From an optimization exercise on the open Yosys and OpenROAD flow, aimed at small area, a short achievable clock period and few clock cycles per item; shortcuts taken in it are not production practice. Only simulation tests tie the RTL to the original design; equivalence was not proved. Power is estimated from default activity; no workload was simulated.

==> job 1725: inputs <==
==> flow/design.v <==
`timescale 1ns/1ps
`default_nettype none
package int_pipe_pkg;
    typedef logic [31:0] word_t;
    typedef logic [31:0] instr_t;
    typedef logic [4:0]  reg_addr_t;
    typedef logic [4:0]  shamt_t;
    localparam logic [5:0] OP_SPECIAL = 6'b000000;
    localparam logic [5:0] FN_MOVZ = 6'b001010;
    localparam logic [5:0] FN_MOVN = 6'b001011;
    localparam logic [5:0] FN_SYNC = 6'b001111;
endpackage
`default_nettype wire
`timescale 1ns/1ps
`default_nettype none
import int_pipe_pkg::*;
module instr_decoder (
    input  int_pipe_pkg::instr_t    instr,
    input  logic                    rt_zero,
    output logic                    sel_sum,       
    output logic                    sel_slt,       
    output logic                    sel_g,         
    output logic                    sel_p,         
    output logic                    sel_nor,       
    output logic                    sel_lui,       
    output logic                    sel_shr,       
    output logic                    sel_shl,       
    output logic                    sub,           
    output logic                    lt_signed,
    output logic                    srcb_imm,      
    output logic                    srcb_zero,     
    output logic                    imm_sext,      
    output logic                    sft_var,
    output logic                    sft_left,
    output logic                    sft_arith,
    output logic                    wen,
    output int_pipe_pkg::reg_addr_t dest,
    output logic                    reserved
);
    logic [5:0] op;
    logic [5:0] fn;
    logic       special;
    logic       f_arith;      
    logic       f_and;
    logic       f_or;
    logic       f_xor;
    logic       f_nor;
    logic       f_slt;        
    logic       f_shr;        
    logic       f_shl;        
    logic       f_mov;        
    logic       f_sync;
    logic       o_add;        
    logic       o_slt;        
    logic       o_and;
    logic       o_or;
    logic       o_xor;
    logic       o_lui;
    logic       rsv;
    assign op      = instr[31:26];
    assign fn      = instr[5:0];
    assign special = (op == OP_SPECIAL);
    assign f_arith = (fn[5:2] == 4'b1000);
    assign f_and   = (fn == 6'b100100);
    assign f_or    = (fn == 6'b100101);
    assign f_xor   = (fn == 6'b100110);
    assign f_nor   = (fn == 6'b100111);
    assign f_slt   = (fn[5:1] == 5'b10101);
    assign f_shr   = (fn[5:3] == 3'b000) && fn[1];
    assign f_shl   = (fn[5:3] == 3'b000) && (fn[1:0] == 2'b00);
    assign f_mov   = (fn[5:1] == 5'b00101);
    assign f_sync  = (fn == FN_SYNC);
    assign o_add   = (op[5:1] == 5'b00100);
    assign o_slt   = (op[5:1] == 5'b00101);
    assign o_and   = (op == 6'b001100);
    assign o_or    = (op == 6'b001101);
    assign o_xor   = (op == 6'b001110);
    assign o_lui   = (op == 6'b001111);
    assign sel_sum = (special && f_arith) || o_add;
    assign sel_slt = (special && f_slt) || o_slt;
    assign sel_g   = (special && (f_and || f_or)) || o_and || o_or;
    assign sel_p   = (special && (f_or || f_xor || f_mov)) || o_or || o_xor;
    assign sel_nor = special && f_nor;
    assign sel_lui = o_lui;
    assign sel_shr = special && f_shr;
    assign sel_shl = special && f_shl;
    assign sub       = special ? (fn[5] && !fn[2] && fn[1]) : (!op[2] && op[1]);
    assign lt_signed = special ? !fn[0] : !op[0];
    assign srcb_imm  = !special;
    assign srcb_zero = special && f_mov;
    assign imm_sext  = !op[2];
    assign sft_var   = fn[2];
    assign sft_left  = !fn[1];
    assign sft_arith = fn[0];
    assign rsv      = !((special && (f_arith || f_and || f_or || f_xor || f_nor || f_slt
                                     || f_shr || f_shl || f_mov || f_sync))
                        || o_add || o_slt || o_and || o_or || o_xor || o_lui);
    assign reserved = rsv;
    assign wen      = (special && f_mov) ? (rt_zero ^ fn[0]) : !(rsv || (special && f_sync));
    assign dest     = (rsv || (special && f_sync)) ? 5'd0 : (special ? instr[15:11] : instr[20:16]);
endmodule
`default_nettype wire
`timescale 1ns/1ps
`default_nettype none
import int_pipe_pkg::*;
module exec_unit (
    input  int_pipe_pkg::instr_t    instr,
    input  int_pipe_pkg::word_t     rs_val,
    input  int_pipe_pkg::word_t     rt_val,
    input  logic                    sel_sum,
    input  logic                    sel_slt,
    input  logic                    sel_g,
    input  logic                    sel_p,
    input  logic                    sel_nor,
    input  logic                    sel_lui,
    input  logic                    sel_shr,
    input  logic                    sel_shl,
    input  logic                    sub,
    input  logic                    lt_signed,
    input  logic                    srcb_imm,
    input  logic                    srcb_zero,
    input  logic                    imm_sext,
    input  logic                    sft_var,
    input  logic                    sft_left,
    input  logic                    sft_arith,
    output int_pipe_pkg::word_t     result
);
    logic [15:0]          imm;
    int_pipe_pkg::word_t  srcb;
    int_pipe_pkg::word_t  bx;
    int_pipe_pkg::word_t  p;
    int_pipe_pkg::word_t  g;
    int_pipe_pkg::word_t  cy;
    int_pipe_pkg::word_t  sum;
    int_pipe_pkg::word_t  sft_in;
    int_pipe_pkg::word_t  sft_out;
    int_pipe_pkg::word_t  sft_rev;
    int_pipe_pkg::shamt_t sft_amt;
    logic                 lt;
    logic                 fill;
    assign imm  = instr[15:0];
    assign srcb = srcb_imm ? {{16{imm_sext & imm[15]}}, imm} : (rt_val & {32{!srcb_zero}});
    assign bx   = srcb ^ {32{sub}};
    assign p    = rs_val ^ bx;
    assign g    = rs_val & bx;
    always_comb
    begin
        logic [31:0] gg;
        logic [31:0] pp;
        gg    = g;
        pp    = p;
        gg[0] = g[0] | (p[0] & sub);
        for (int l = 0; l < 5; l++)
            for (int i = 0; i < 32; i++)
                if ((i >> l) & 1)
                begin
                    gg[i] = gg[i] | (pp[i] & gg[((i >> l) << l) - 1]);
                    pp[i] = pp[i] & pp[((i >> l) << l) - 1];
                end
        cy = {gg[30:0], sub};
    end
    assign sum = p ^ cy;
    assign lt = (rs_val[31] ^ srcb[31]) ? (lt_signed ? rs_val[31] : srcb[31]) : sum[31];
    assign sft_amt = sft_var ? rs_val[4:0] : instr[10:6];
    assign fill    = sft_arith & rt_val[31];
    always_comb
    begin
        for (int i = 0; i < 32; i++)
            sft_in[i] = sft_left ? rt_val[31 - i] : rt_val[i];
    end
    assign sft_out = 32'($signed({fill, sft_in}) >>> sft_amt);
    always_comb
    begin
        for (int i = 0; i < 32; i++)
            sft_rev[i] = sft_out[31 - i];
    end
    assign result = ({32{sel_sum}} & sum)
                  | ({32{sel_g}}   & g)
                  | ({32{sel_p}}   & p)
                  | ({32{sel_nor}} & ~(rs_val | srcb))
                  | ({32{sel_lui}} & {imm, 16'h0000})
                  | ({32{sel_slt}} & {31'b0, lt})
                  | ({32{sel_shr}} & sft_out)
                  | ({32{sel_shl}} & sft_rev);
endmodule
`default_nettype wire
`timescale 1ns/1ps
`default_nettype none
import int_pipe_pkg::*;
module result_stage (
    input  logic                     clk,
    input  logic                     reset,
    input  logic                     in_valid,
    output logic                     in_ready,
    input  logic                     sel_wen,
    input  int_pipe_pkg::reg_addr_t  sel_dest,
    input  int_pipe_pkg::word_t      sel_data,
    input  logic                     sel_reserved,
    output logic                     out_valid,
    input  logic                     out_ready,
    output logic                     out_wen,
    output int_pipe_pkg::reg_addr_t  out_dest,
    output int_pipe_pkg::word_t      out_data,
    output logic                     out_reserved
);
    assign in_ready = !out_valid || out_ready;
    always_ff @(posedge clk)
    begin
        if (reset)
            out_valid <= 1'b0;
        else if (in_ready)
            out_valid <= in_valid;
    end
    always_ff @(posedge clk)
    begin
        if (in_valid && in_ready)
        begin
            out_wen      <= sel_wen;
            out_dest     <= sel_dest;
            out_data     <= sel_data;
            out_reserved <= sel_reserved;
        end
    end
endmodule
`default_nettype wire
`timescale 1ns/1ps
`default_nettype none
import int_pipe_pkg::*;
module int_pipe_top (
    input  logic                     clk,
    input  logic                     reset,
    input  logic                     in_valid,
    output logic                     in_ready,
    input  int_pipe_pkg::instr_t     instr,
    input  int_pipe_pkg::word_t      rs_data,
    input  int_pipe_pkg::word_t      rt_data,
    output logic                     out_valid,
    input  logic                     out_ready,
    output logic                     out_wen,
    output int_pipe_pkg::reg_addr_t  out_dest,
    output int_pipe_pkg::word_t      out_data,
    output logic                     out_reserved
);
    logic sel_sum, sel_slt, sel_g, sel_p, sel_nor, sel_lui, sel_shr, sel_shl;
    logic sub, lt_signed, srcb_imm, srcb_zero, imm_sext;
    logic sft_var, sft_left, sft_arith;
    logic wen, reserved;
    int_pipe_pkg::reg_addr_t dest;
    int_pipe_pkg::word_t     result;
    instr_decoder u_instr_decoder (
        .instr     (instr),
        .rt_zero   (rt_data == '0),
        .sel_sum   (sel_sum),
        .sel_slt   (sel_slt),
        .sel_g     (sel_g),
        .sel_p     (sel_p),
        .sel_nor   (sel_nor),
        .sel_lui   (sel_lui),
        .sel_shr   (sel_shr),
        .sel_shl   (sel_shl),
        .sub       (sub),
        .lt_signed (lt_signed),
        .srcb_imm  (srcb_imm),
        .srcb_zero (srcb_zero),
        .imm_sext  (imm_sext),
        .sft_var   (sft_var),
        .sft_left  (sft_left),
        .sft_arith (sft_arith),
        .wen       (wen),
        .dest      (dest),
        .reserved  (reserved)
    );
    exec_unit u_exec_unit (
        .instr     (instr),
        .rs_val    (rs_data),
        .rt_val    (rt_data),
        .sel_sum   (sel_sum),
        .sel_slt   (sel_slt),
        .sel_g     (sel_g),
        .sel_p     (sel_p),
        .sel_nor   (sel_nor),
        .sel_lui   (sel_lui),
        .sel_shr   (sel_shr),
        .sel_shl   (sel_shl),
        .sub       (sub),
        .lt_signed (lt_signed),
        .srcb_imm  (srcb_imm),
        .srcb_zero (srcb_zero),
        .imm_sext  (imm_sext),
        .sft_var   (sft_var),
        .sft_left  (sft_left),
        .sft_arith (sft_arith),
        .result    (result)
    );
    result_stage u_result_stage (
        .clk          (clk),
        .reset        (reset),
        .in_valid     (in_valid),
        .in_ready     (in_ready),
        .sel_wen      (wen),
        .sel_dest     (dest),
        .sel_data     (result),
        .sel_reserved (reserved),
        .out_valid    (out_valid),
        .out_ready    (out_ready),
        .out_wen      (out_wen),
        .out_dest     (out_dest),
        .out_data     (out_data),
        .out_reserved (out_reserved)
    );
endmodule
`default_nettype wire
==> flow/flow/run.sh <==
#!/bin/bash
# The standard layout with three changes:
#  - synthesis maps with the ABC script in flow/abc_area.script (ABC_AREA=1
#    picks it up from a copy of the ORFS scripts folder; nothing else differs)
#  - the full and half adder cells are added to the don't-use list, so
#    synthesis leaves adders as plain gates for ABC to map
#  - the port buffers are the smallest plain buffer (buf_1) instead of the
#    default delay buffer
set -e
rm -rf scripts
cp -r "$FLOW_HOME/scripts" scripts
cp flow/abc_area.script scripts/abc_area.script
DU="$(cat flow/dont_use.txt)"
export BUFFER_PORTS_ARGS="-buffer_cell sky130_fd_sc_hd__buf_1"
bash standard.sh SCRIPTS_DIR="$PWD/scripts" "DONT_USE_CELLS=$DU" finish > standard.log 2>&1
==> flow/flow/abc_area.script <==
strash
dch
map -B 0.9
topo
==> flow/flow/dont_use.txt <==
sky130_fd_sc_hd__probe_p_8 sky130_fd_sc_hd__probec_p_8 sky130_fd_sc_hd__lpflow_bleeder_1 sky130_fd_sc_hd__lpflow_clkbufkapwr_1 sky130_fd_sc_hd__lpflow_clkbufkapwr_16 sky130_fd_sc_hd__lpflow_clkbufkapwr_2 sky130_fd_sc_hd__lpflow_clkbufkapwr_4 sky130_fd_sc_hd__lpflow_clkbufkapwr_8 sky130_fd_sc_hd__lpflow_clkinvkapwr_1 sky130_fd_sc_hd__lpflow_clkinvkapwr_16 sky130_fd_sc_hd__lpflow_clkinvkapwr_2 sky130_fd_sc_hd__lpflow_clkinvkapwr_4 sky130_fd_sc_hd__lpflow_clkinvkapwr_8 sky130_fd_sc_hd__lpflow_decapkapwr_12 sky130_fd_sc_hd__lpflow_decapkapwr_3 sky130_fd_sc_hd__lpflow_decapkapwr_4 sky130_fd_sc_hd__lpflow_decapkapwr_6 sky130_fd_sc_hd__lpflow_decapkapwr_8 sky130_fd_sc_hd__lpflow_inputiso0n_1 sky130_fd_sc_hd__lpflow_inputiso0p_1 sky130_fd_sc_hd__lpflow_inputiso1n_1 sky130_fd_sc_hd__lpflow_inputiso1p_1 sky130_fd_sc_hd__lpflow_inputisolatch_1 sky130_fd_sc_hd__lpflow_isobufsrc_1 sky130_fd_sc_hd__lpflow_isobufsrc_16 sky130_fd_sc_hd__lpflow_isobufsrc_2 sky130_fd_sc_hd__lpflow_isobufsrc_4 sky130_fd_sc_hd__lpflow_isobufsrc_8 sky130_fd_sc_hd__lpflow_isobufsrckapwr_16 sky130_fd_sc_hd__lpflow_lsbuf_lh_hl_isowell_tap_1 sky130_fd_sc_hd__lpflow_lsbuf_lh_hl_isowell_tap_2 sky130_fd_sc_hd__lpflow_lsbuf_lh_hl_isowell_tap_4 sky130_fd_sc_hd__lpflow_lsbuf_lh_isowell_4 sky130_fd_sc_hd__lpflow_lsbuf_lh_isowell_tap_1 sky130_fd_sc_hd__lpflow_lsbuf_lh_isowell_tap_2 sky130_fd_sc_hd__lpflow_lsbuf_lh_isowell_tap_4  sky130_fd_sc_hd__fa_1 sky130_fd_sc_hd__fa_2 sky130_fd_sc_hd__fa_4 sky130_fd_sc_hd__ha_1 sky130_fd_sc_hd__ha_2 sky130_fd_sc_hd__ha_4
==> flow/standard.sh <==
#!/bin/bash
# synth_recipe.tcl (not shown) runs the flow's synth.tcl, then flattens the netlist and writes it again
# the make line also repeats each setting of config.mk as NAME=value (left out here)
make -C /OpenROAD-flow-scripts/flow DESIGN_CONFIG=/design/flow/config.mk WORK_HOME=/design/flow/orfs CLKGATE_MAP_FILE= SYNTH_SCRIPT=/design/flow/synth_recipe.tcl "${@:-finish}"
==> flow/config.mk <==
export PLATFORM = sky130hd
export DESIGN_NAME = int_pipe_top
export DESIGN_NICKNAME = int_pipe_top
export VERILOG_FILES = /design/flow/design.v
export SDC_FILE = /design/flow/constraint.sdc
export NUM_CORES = 4
export LEC_CHECK = 0
export ABC_AREA = 1
export CAP_MARGIN = 20
export CORE_MARGIN = 2
export CORE_UTILIZATION = 50
export SETUP_SLACK_MARGIN = 2.5
export SLEW_MARGIN = 20
==> flow/constraint.sdc <==
create_clock -name core_clock -period 7.0 [get_ports {clk}]
set_input_delay 1.4000 -clock core_clock [delete_from_list [all_inputs] [get_ports {clk}]]
set_output_delay 1.4000 -clock core_clock [all_outputs]
set_load 0.01 [all_outputs]
==> job 5558 (differences from job 1725) <==
--- a/flow/design.v
+++ b/flow/design.v
@@ -40,64 +40,53 @@
     logic [5:0] op;
     logic [5:0] fn;
     logic       special;
-    logic       f_arith;      
-    logic       f_and;
-    logic       f_or;
-    logic       f_xor;
-    logic       f_nor;
-    logic       f_slt;        
-    logic       f_shr;        
-    logic       f_shl;        
-    logic       f_mov;        
-    logic       f_sync;
-    logic       o_add;        
-    logic       o_slt;        
-    logic       o_and;
-    logic       o_or;
-    logic       o_xor;
-    logic       o_lui;
-    logic       rsv;
+    logic       r_arith;      
+    logic       r_log;        
+    logic       r_slt;        
+    logic       r_sft;        
+    logic       r_mov;        
+    logic       r_sync;
+    logic       i_add;        
+    logic       i_slt;        
+    logic       i_log;        
+    logic       i_lui;        
+    logic       any_log;
+    logic [1:0] lop;
     assign op      = instr[31:26];
     assign fn      = instr[5:0];
     assign special = (op == OP_SPECIAL);
-    assign f_arith = (fn[5:2] == 4'b1000);
-    assign f_and   = (fn == 6'b100100);
-    assign f_or    = (fn == 6'b100101);
-    assign f_xor   = (fn == 6'b100110);
-    assign f_nor   = (fn == 6'b100111);
-    assign f_slt   = (fn[5:1] == 5'b10101);
-    assign f_shr   = (fn[5:3] == 3'b000) && fn[1];
-    assign f_shl   = (fn[5:3] == 3'b000) && (fn[1:0] == 2'b00);
-    assign f_mov   = (fn[5:1] == 5'b00101);
-    assign f_sync  = (fn == FN_SYNC);
-    assign o_add   = (op[5:1] == 5'b00100);
-    assign o_slt   = (op[5:1] == 5'b00101);
-    assign o_and   = (op == 6'b001100);
-    assign o_or    = (op == 6'b001101);
-    assign o_xor   = (op == 6'b001110);
-    assign o_lui   = (op == 6'b001111);
-    assign sel_sum = (special && f_arith) || o_add;
-    assign sel_slt = (special && f_slt) || o_slt;
-    assign sel_g   = (special && (f_and || f_or)) || o_and || o_or;
-    assign sel_p   = (special && (f_or || f_xor || f_mov)) || o_or || o_xor;
-    assign sel_nor = special && f_nor;
-    assign sel_lui = o_lui;
-    assign sel_shr = special && f_shr;
-    assign sel_shl = special && f_shl;
+    assign r_arith = special && (fn[5:2] == 4'b1000);
+    assign r_log   = special && (fn[5:2] == 4'b1001);
+    assign r_slt   = special && (fn[5:1] == 5'b10101);
+    assign r_sft   = special && (fn[5:3] == 3'b000) && (fn[1:0] != 2'b01);
+    assign r_mov   = special && (fn[5:1] == 5'b00101);
+    assign r_sync  = special && (fn == FN_SYNC);
+    assign i_add   = (op[5:1] == 5'b00100);
+    assign i_slt   = (op[5:1] == 5'b00101);
+    assign i_log   = (op[5:2] == 4'b0011) && (op[1:0] != 2'b11);
+    assign i_lui   = (op == 6'b001111);
+    assign any_log = r_log || i_log;
+    assign lop     = special ? fn[1:0] : op[1:0];
+    assign sel_g   = any_log && !lop[1];
+    assign sel_p   = (any_log && (lop == 2'b01 || lop == 2'b10)) || r_mov;
+    assign sel_nor = r_log && (lop == 2'b11);
+    assign sel_lui = i_lui;
+    assign sel_sum   = r_arith || i_add;
+    assign sel_slt   = r_slt || i_slt;
+    assign sel_shr   = r_sft && fn[1];
+    assign sel_shl   = r_sft && !fn[1];
     assign sub       = special ? (fn[5] && !fn[2] && fn[1]) : (!op[2] && op[1]);
     assign lt_signed = special ? !fn[0] : !op[0];
     assign srcb_imm  = !special;
-    assign srcb_zero = special && f_mov;
+    assign srcb_zero = r_mov;
     assign imm_sext  = !op[2];
     assign sft_var   = fn[2];
     assign sft_left  = !fn[1];
     assign sft_arith = fn[0];
-    assign rsv      = !((special && (f_arith || f_and || f_or || f_xor || f_nor || f_slt
-                                     || f_shr || f_shl || f_mov || f_sync))
-                        || o_add || o_slt || o_and || o_or || o_xor || o_lui);
-    assign reserved = rsv;
-    assign wen      = (special && f_mov) ? (rt_zero ^ fn[0]) : !(rsv || (special && f_sync));
-    assign dest     = (rsv || (special && f_sync)) ? 5'd0 : (special ? instr[15:11] : instr[20:16]);
+    assign reserved = !(r_arith || r_log || r_slt || r_sft || r_mov || r_sync
+                        || i_add || i_slt || i_log || i_lui);
+    assign wen      = r_mov ? (rt_zero ^ fn[0]) : !(reserved || r_sync);
+    assign dest     = (reserved || r_sync) ? 5'd0 : (special ? instr[15:11] : instr[20:16]);
 endmodule
 `default_nettype wire
 `timescale 1ns/1ps
==> flow/flow/run.sh (replaced) <==
#!/bin/bash
# The standard layout with two changes:
#  - synthesis maps with the ABC script in flow/abc_area.script (ABC_AREA=1
#    picks it up from a copy of the ORFS scripts folder; nothing else differs)
#  - the port buffers are the smallest plain buffer (buf_1) instead of the
#    default delay buffer
set -e
rm -rf scripts
cp -r "$FLOW_HOME/scripts" scripts
cp flow/abc_area.script scripts/abc_area.script
export BUFFER_PORTS_ARGS="-buffer_cell sky130_fd_sc_hd__buf_1"
bash standard.sh SCRIPTS_DIR="$PWD/scripts" finish > standard.log 2>&1
==> flow/flow/abc_area.script (replaced) <==
strash
dch
map -a
topo
stime -c
buffer -c
upsize -c
dnsize -c
CORE_UTILIZATION = 40   (was 50)
SETUP_SLACK_MARGIN = 2.0   (was 2.5)
removed: flow/flow/dont_use.txt
==> metrics.csv <==
stage,metric,value,unit
clock_tree,post-CTS sizing,86,
floorplan,Die H,135,um
power_and_ir_drop,Logic pwr share,55.5,%
floorplan,Die Area,0.0181,sq mm
layout,final net count,1368,
synth,Synth Area in Adders,7.71,%
timing,Tmin final,5.00,ns
floorplan,num rows,47,
timing,worst slew pin tran,1.26,ns
setup_path,CP Data Arrival Time,5.01,ns
synth,Compound-Gate Fraction of Synth Area,34.3,%
status,outcome,finished clean,
setup_path,largest stage delay on the critical path,0.40,ns
floorplan,Core ar.,0.0166,sq mm
power_and_ir_drop,Internal Power,0.697,mW
layout,layout clock buffer count,5,
route,Iter 0 DRT Violations,1136,
synth,syn avg cell area,6.29,sq um
-- figures above: job 5558

==> metrics.csv <==
stage,metric,value,unit
layout,final net count,1624,
floorplan,num rows,43,
synth,Synth Area in Adders,0,%
power_and_ir_drop,Logic pwr share,49.3,%
timing,Tmin final,4.33,ns
timing,worst slew pin tran,0.807,ns
floorplan,Die Area,0.0152,sq mm
status,outcome,finished clean,
synth,Compound-Gate Fraction of Synth Area,25.1,%
route,Iter 0 DRT Violations,1160,
-- figures above: job 1725

Testbench counts of job 1725, summed over its fixed seeds: cycles 16,008, items 16,000.
Testbench counts of job 5558, summed over its fixed seeds: cycles 16,008, items 16,000.

## separate check: timing with driven ports
The results above use ideal ports. As a check the final layouts listed here were re-extracted and re-timed, cells and wires unchanged.
Step 1, drivers: a clkbuf_16 drives clk and a buf_2 each remaining input, both assumed.
Step 2 adds t to the input delays and takes it off the output delays; t is the mean of the earliest and latest rising clock arrival at the registers after step 1. Input paths then give back, and output paths get back, about the clock's delay inside the block.
Slacks: ideal / step 1 / step 2; pairs: ideal / step 1.
| run | t, ns | setup WS [ns] | hold slack, ns | worst register clock-pin slew, ns |
|---|---|---|---|---|
| job 1725 | 0.347 | 2.668 / 2.691 / 2.344 | 0.543 / 0.543 / 0.543 | 0.07 / 0.07 |
| job 5558 | 0.331 | 1.998 / 1.987 / 1.656 | 0.539 / 0.539 / 0.539 | 0.07 / 0.07 |
After both steps setup and hold are still met in every run listed. For job 5558, which loses most, drivers alone change the setup slack by -0.011 ns; drivers and shift together by -0.342 ns.
